Background: an optimization exercise with open tools, aiming at small area. Do not read the settings as production practice.
The RTL was checked by simulation tests, not by an equivalence proof against the original design.
No activity file was given, so power comes from the tool's default toggle rates.

<file path="design/flow/design.v">
package regfile_pkg;
  localparam int unsigned RF_DATA_W = 32;
  localparam int unsigned RF_ADDR_W = 5;
  localparam int unsigned RF_MAX_W  = 256;
  localparam int unsigned RF_MAX_BE = RF_MAX_W / 8;
  typedef enum logic {
    RF_IDLE,
    RF_CLEAR
  } rf_state_t;
  function automatic logic [RF_MAX_W-1:0] rf_byte_merge(input logic [RF_MAX_W-1:0]  old_v,
                                                        input logic [RF_MAX_W-1:0]  new_v,
                                                        input logic [RF_MAX_BE-1:0] be);
    logic [RF_MAX_W-1:0] m;
    for (int unsigned i = 0; i < RF_MAX_BE; i++) begin
      m[8*i +: 8] = be[i] ? new_v[8*i +: 8] : old_v[8*i +: 8];
    end
    rf_byte_merge = m;
  endfunction
endpackage
import regfile_pkg::*;
module regfile_rd_port
#(
  parameter int unsigned DATA_W   = regfile_pkg::RF_DATA_W,
  parameter int unsigned ADDR_W   = regfile_pkg::RF_ADDR_W,
  parameter int unsigned ZERO_REG = 1,
  parameter int unsigned BYPASS   = 1
) (
  input  logic [ADDR_W-1:0] i_rd_addr,
  input  logic [2**ADDR_W-1:0][DATA_W-1:0] i_mem,
  input  logic              i_wr_acc,
  input  logic [ADDR_W-1:0] i_wr_addr,
  input  logic [DATA_W-1:0] i_wr_merged,
  output logic [DATA_W-1:0] o_rd_data
);
  logic w_is_zero;
  logic w_hit;
  assign w_is_zero = (ZERO_REG != 0) && (i_rd_addr == '0);
  assign w_hit     = (BYPASS != 0) && i_wr_acc && (i_wr_addr == i_rd_addr);
  always_comb begin
    o_rd_data = i_mem[i_rd_addr];
    if (w_hit) begin
      o_rd_data = i_wr_merged;
    end
    if (w_is_zero) begin
      o_rd_data = '0;
    end
  end
endmodule
import regfile_pkg::*;
module regfile_param
#(
  parameter int unsigned DATA_W   = regfile_pkg::RF_DATA_W,
  parameter int unsigned ADDR_W   = regfile_pkg::RF_ADDR_W,
  parameter int unsigned NREAD    = 2,
  parameter int unsigned ZERO_REG = 1,
  parameter int unsigned BYPASS   = 1
) (
  input  logic                      clk,
  input  logic                      reset,
  input  logic                      wr_en,
  input  logic [ADDR_W-1:0]         wr_addr,
  input  logic [DATA_W-1:0]         wr_data,
  input  logic [DATA_W/8-1:0]       wr_be,
  output logic                      wr_ok,
  input  logic [NREAD*ADDR_W-1:0]   rd_addr,
  output logic [NREAD*DATA_W-1:0]   rd_data,
  input  logic                      clr_req,
  output logic                      busy
);
  localparam int unsigned DEPTH = 2 ** ADDR_W;
  logic [DEPTH-1:0][DATA_W-1:0] r_mem;
  regfile_pkg::rf_state_t       r_state;
  regfile_pkg::rf_state_t       w_state_d;
  logic [ADDR_W-1:0] r_ptr;
  logic [ADDR_W-1:0] w_ptr_d;
  logic              w_wr_acc;
  logic [DATA_W-1:0] w_wr_merged;
  assign busy  = (r_state == RF_CLEAR);
  assign wr_ok = ~busy;
  assign w_wr_acc    = wr_en && !busy && !((ZERO_REG != 0) && (wr_addr == '0));
  assign w_wr_merged = DATA_W'(regfile_pkg::rf_byte_merge(RF_MAX_W'(r_mem[wr_addr]),
                                                          RF_MAX_W'(wr_data),
                                                          RF_MAX_BE'(wr_be)));
  always_comb begin
    w_state_d = r_state;
    w_ptr_d   = r_ptr;
    unique case (r_state)
      RF_IDLE: begin
        if (clr_req) begin
          w_state_d = RF_CLEAR;
          w_ptr_d   = '0;
        end
      end
      RF_CLEAR: begin
        w_ptr_d = r_ptr + 1'b1;
        if (r_ptr == ADDR_W'(DEPTH - 1)) begin
          w_state_d = RF_IDLE;
        end
      end
      default: begin
        w_state_d = RF_IDLE;
        w_ptr_d   = '0;
      end
    endcase
  end
  always_ff @(posedge clk or negedge reset) begin
    if (!reset) begin
      r_state <= RF_IDLE;
      r_ptr   <= '0;
    end else begin
      r_state <= w_state_d;
      r_ptr   <= w_ptr_d;
    end
  end
  always_ff @(posedge clk or negedge reset) begin
    if (!reset) begin
      for (int unsigned i = 0; i < DEPTH; i++) begin
        r_mem[i] <= '0;
      end
    end else if (busy) begin
      r_mem[r_ptr] <= '0;
    end else if (w_wr_acc) begin
      r_mem[wr_addr] <= w_wr_merged;
    end
  end
  for (genvar k = 0; k < NREAD; k++) begin : g_rd
    regfile_rd_port #(
      .DATA_W  (DATA_W),
      .ADDR_W  (ADDR_W),
      .ZERO_REG(ZERO_REG),
      .BYPASS  (BYPASS)
    ) u_rd_port (
      .i_rd_addr  (rd_addr[k*ADDR_W +: ADDR_W]),
      .i_mem      (r_mem),
      .i_wr_acc   (w_wr_acc),
      .i_wr_addr  (wr_addr),
      .i_wr_merged(w_wr_merged),
      .o_rd_data  (rd_data[k*DATA_W +: DATA_W])
    );
  end
endmodule
</file>
<file path="design/flow/run.sh">
#!/bin/bash
# synth_recipe.tcl (not shown) runs the flow's synth.tcl, then flattens the netlist and writes it again
# the make line also repeats each setting of config.mk as NAME=value (left out here)
make -C /OpenROAD-flow-scripts/flow DESIGN_CONFIG=/design/flow/config.mk WORK_HOME=/design/flow/orfs CLKGATE_MAP_FILE= SYNTH_SCRIPT=/design/flow/synth_recipe.tcl finish
</file>
<file path="design/flow/config.mk">
export PLATFORM = sky130hd
export DESIGN_NAME = regfile_param
export DESIGN_NICKNAME = regfile_param
export VERILOG_FILES = /design/flow/design.v
export SDC_FILE = /design/flow/constraint.sdc
export NUM_CORES = 4
export LEC_CHECK = 0
export CAP_MARGIN = 20
export CORE_MARGIN = 2
export CORE_UTILIZATION = 40
export SLEW_MARGIN = 20
</file>
<file path="design/flow/constraint.sdc">
create_clock -name core_clock -period 7.0 [get_ports {clk}]
set_input_delay 1.4000 -clock core_clock [delete_from_list [all_inputs] [get_ports {clk}]]
set_output_delay 1.4000 -clock core_clock [all_outputs]
set_load 0.01 [all_outputs]
</file>
==> impl_metrics.ini <==
[timing]
fin_crit_sh = 0.989
layout_min_cycle_time_ps = 6920
finClkSkew_ps = 40.8
rsz0062_at_grt = no
max_freq_mhz = 144
maxSlewHeadroom = 0.115
totalNegativeSetupSlack_ps = 0
worst-slew-pin-transition_ps = 1320
setup_violations = 0
final_hold_viol_count = 0
timing.final.max_slew_violations = 0

[worst_setup_path]
crit_fanout = 18
start_kind = input port
cp_data_arrival_time_ps = 5520
setup.worst_path.class = input port to primary output
r2r-start = r_state
cp-end-kind = primary output
startpoint = wr_addr[2]
timing.critical_path.required_ps = 5600

[cts]
cts.clk_slew.worst_paths_ps = 60
cts-htree-levels = 3
cts-root-to-sink-buffers = 3
cts_made_buffers = 110
clock_sinks = 1030
cts_repair_resize_count = 0
clock_insertion_delay_worst_skew_ps = 790
cts_root_buffer = clkbuf_16
cts_tree = built
cts_setup_buffers = 0
cts_hold_buf = 0

[power]
share_comb_of_total_power = 0.255
pwr-share-clk = 0.357
p_per_area_nw_per_um2 = 247
swShare = 0.354
switchingPower_mw = 6.25
vdd_ir_drop_max_v = 0.000241
power.static_leakage_nw = 29.6
power_mw = 17.6
internal-power_mw = 11.4
power.sequential.fraction = 0.388

[synth]
postSynthCellCount = 5242
synth.area.top_cells = dfrtp_1 41%, mux4_2 18%, mux2i_1 8.9%, a22o_1 7.4%, o2bb2ai_1 3.8%
post_synthesis_cell_area_sq_um = 62800
synth_edf_count = 0
synth.yosys.seq_area_share = 0.411
synthesis.nets = 5303
post-synth-top-area-fraction = 0.411
yosys.area.top_type = dfrtp_1
postSynthRegisterBits = 1030
yosys_warnings = 2
syn-mean-instance-area_sq_um = 12.0
ys_async_sr_fraction = 1.00
ys_types = 82
synth_top_flop_cell = dfrtp_1

[cells_and_area]
nFillCells = 14200
design.final.nets = 5259
ff_latch_area_sq_um = 25800
layout_commonest_cell = dfrtp_1
multiInputGateArea_sq_um = 34700
finalNonFillerCells = 7356
flow.area_growth_from_synthesis_pct = 13.6
final_cell_mix = 1,029 x dfrtp_1, 558 x mux2i_1, 528 x a22o_1, 497 x mux4_2, 355 x o21ai_0
drive_gt1_frac = 0.231

[placement]
finalWeightedCongestion = 1.05
port_buffers = 120
detailedPlacementHpwl_mm = 188
placed_cells = 7140

[floorplan]
std_cell_rows = 145
die-height_um = 400
ioPinCount = 121
fp.coreArea_sq_um = 156000
start_util = 0.402
fp.dieArea_sq_um = 160000
die_width_um = 400

[route]
vias = 55400
postRouteAntennaNets = 0
dr.first_iter.drc_count = 8473
remaining_drc_errors = 0
drt_first_pass_iters = 8
vias_cell = 7.53
routed_wirelength_mm = 298
avgRoutedWirePerCell_um = 40.6

[global_routing]
grt_pass1_wl_mm = 419
vias_in_the_first_global_route = 54400
initial_antenna_violation_count = 16
track_usage = 0.369
grt.overflow.total = 0
grt_max_degree = 162

[run_status]
outcome = finished clean

[worst_hold_path]
holdCritStartpoint = r_mem[659]
timing.hold.worst.class = register to register

[job]
max_cap_violations = 0
## critical path: stages
cell             delay (ps)
buf_2                   290
buf_4                   290
or2_2                   450
buf_4                   310
o22ai_1                 230
o21ai_0                 100
a21oi_1                 700
nand2_1                 620
o21ai_0                 400
buf_4                   160
clkdlybuf4s50_1         520
## cell usage after synthesis, drive strengths merged, types with 3 or more instances
cell,count
dfrtp,1030
mux2i,558
a22o,528
mux4,497
o21ai,376
nand2,353
buf,340
o2bb2ai,282
clkbuf,277
o22ai,183
nor2,101
a21oi,73
a22oi,67
a221oi,63
o221ai,59
mux2,52
o211ai,52
and2,37
nor3,34
nand3,32
nand2b,26
and3,21
inv,20
a211oi,19
nor2b,19
nor4,19
a2bb2o,17
or2,11
a211o,7
a221o,7
xnor2,7
xor2,7
a2111oi,6
ha,6
nor4b,5
o31ai,5
or3,5
a31oi,4
or3b,4
nand3b,3
nand4,3
nor3b,3
o2111ai,3
## logic make-up after synthesis
logic type | after synthesis | synth area share
compound gates | 1768 | 0.211
xor+xnor | 14 | 0.00195
simple gates | 679 | 0.0515
fa+ha+maj | 6 | 0.00120
mux | 1107 | 0.277
buf+inv | 638 | 0.0469
flops | 1030 | 0.411
## sequential cells by signal, indices dropped and copies added, names as in the netlist
signal   count
r_state      1
r_ptr        5
r_mem     1024
## layer usage
| metal | track usage | routed length, um | up-vias |
|---|---|---|---|
| met3 | 0.153 | 44400 | 1347 |
| met1 | 0.457 | 104000 | 28200 |
| li1 | - | - | 20800 |
| met5 | 0 | 115 | - |
| met4 | 0.275 | 27500 | 16 |
| met2 | 0.510 | 123000 | 5033 |
## per-stage QoR
stage | hold slack (ps) | util | cell area, sq um | worst slack [ps]
after floorplan | 477 | - | 62800 | 950
after detailed placement | 513 | 0.432 | 67400 | 472
final | 525 | 0.457 | 71300 | 76.8
after global placement | 502 | 0.432 | 67400 | 420
after CTS | 525 | 0.456 | 71200 | 449
after global routing | 544 | 0.457 | 71300 | 97.6
## area by class of cell
cell class / instances / area share
sequential: 1030 / 0.362
clock buffer: 158 / 0.0461
timing repair buffer: 461 / 0.0612
clock inverter: 41 / 0.00683
antenna: 13 / 0.000456
tap: 2058 / 0.0361
inverter: 21 / 0.00114
multi-input combinational: 3574 / 0.487
## final timing paths
check / to / slack [ps] / cells past startpoint
max in group asynchronous: r_mem[856] / 4730 / 2
hold reg to reg: r_mem[659] / 530 / 2
min in group asynchronous: r_mem[40] / 630 / 1
setup / recovery: rd_data[46] / 80 / 11
setup reg to reg: r_mem[477] / 3020 / 10
hold / removal: r_mem[659] / 530 / 2
## power by group through the flow
stage                     clock (mW)  sequential, mW  combinational [mW]
final                           6.30            6.84                4.50
after floorplan                    0            6.74                2.36
after detailed placement           0            6.91                4.26
after CTS                       6.29            6.81                4.27
after global routing            6.55            6.88                4.53
after global placement             0            6.90                4.24

[re-timing with driven ports]
Ports are ideal in the flow. The routed layout listed here was re-timed in OpenROAD.
Step 1: set_driving_cell puts a clkbuf_16 on clk and a buf_2 on each other input, an assumption about the parent block.
Step 2 moves the port delays by t, midway between the first and last clock arrival at a register: inputs arrive t later, outputs are due t later. That takes back most of the time a late clock gives input paths.
Three values: ideal, step 1, step 2; two values: the first two.
shift t [ns]: 0.852
setup WS [ns]: 0.077 / 0.038 / 0.038
worst register clock-pin slew, ns: 0.07 / 0.07
cell pins on the clock port's net: 1
After both steps setup and hold are still met in this run. The setup slack of this run moves by -0.039 ns with the drivers and by -0.039 ns with both steps.
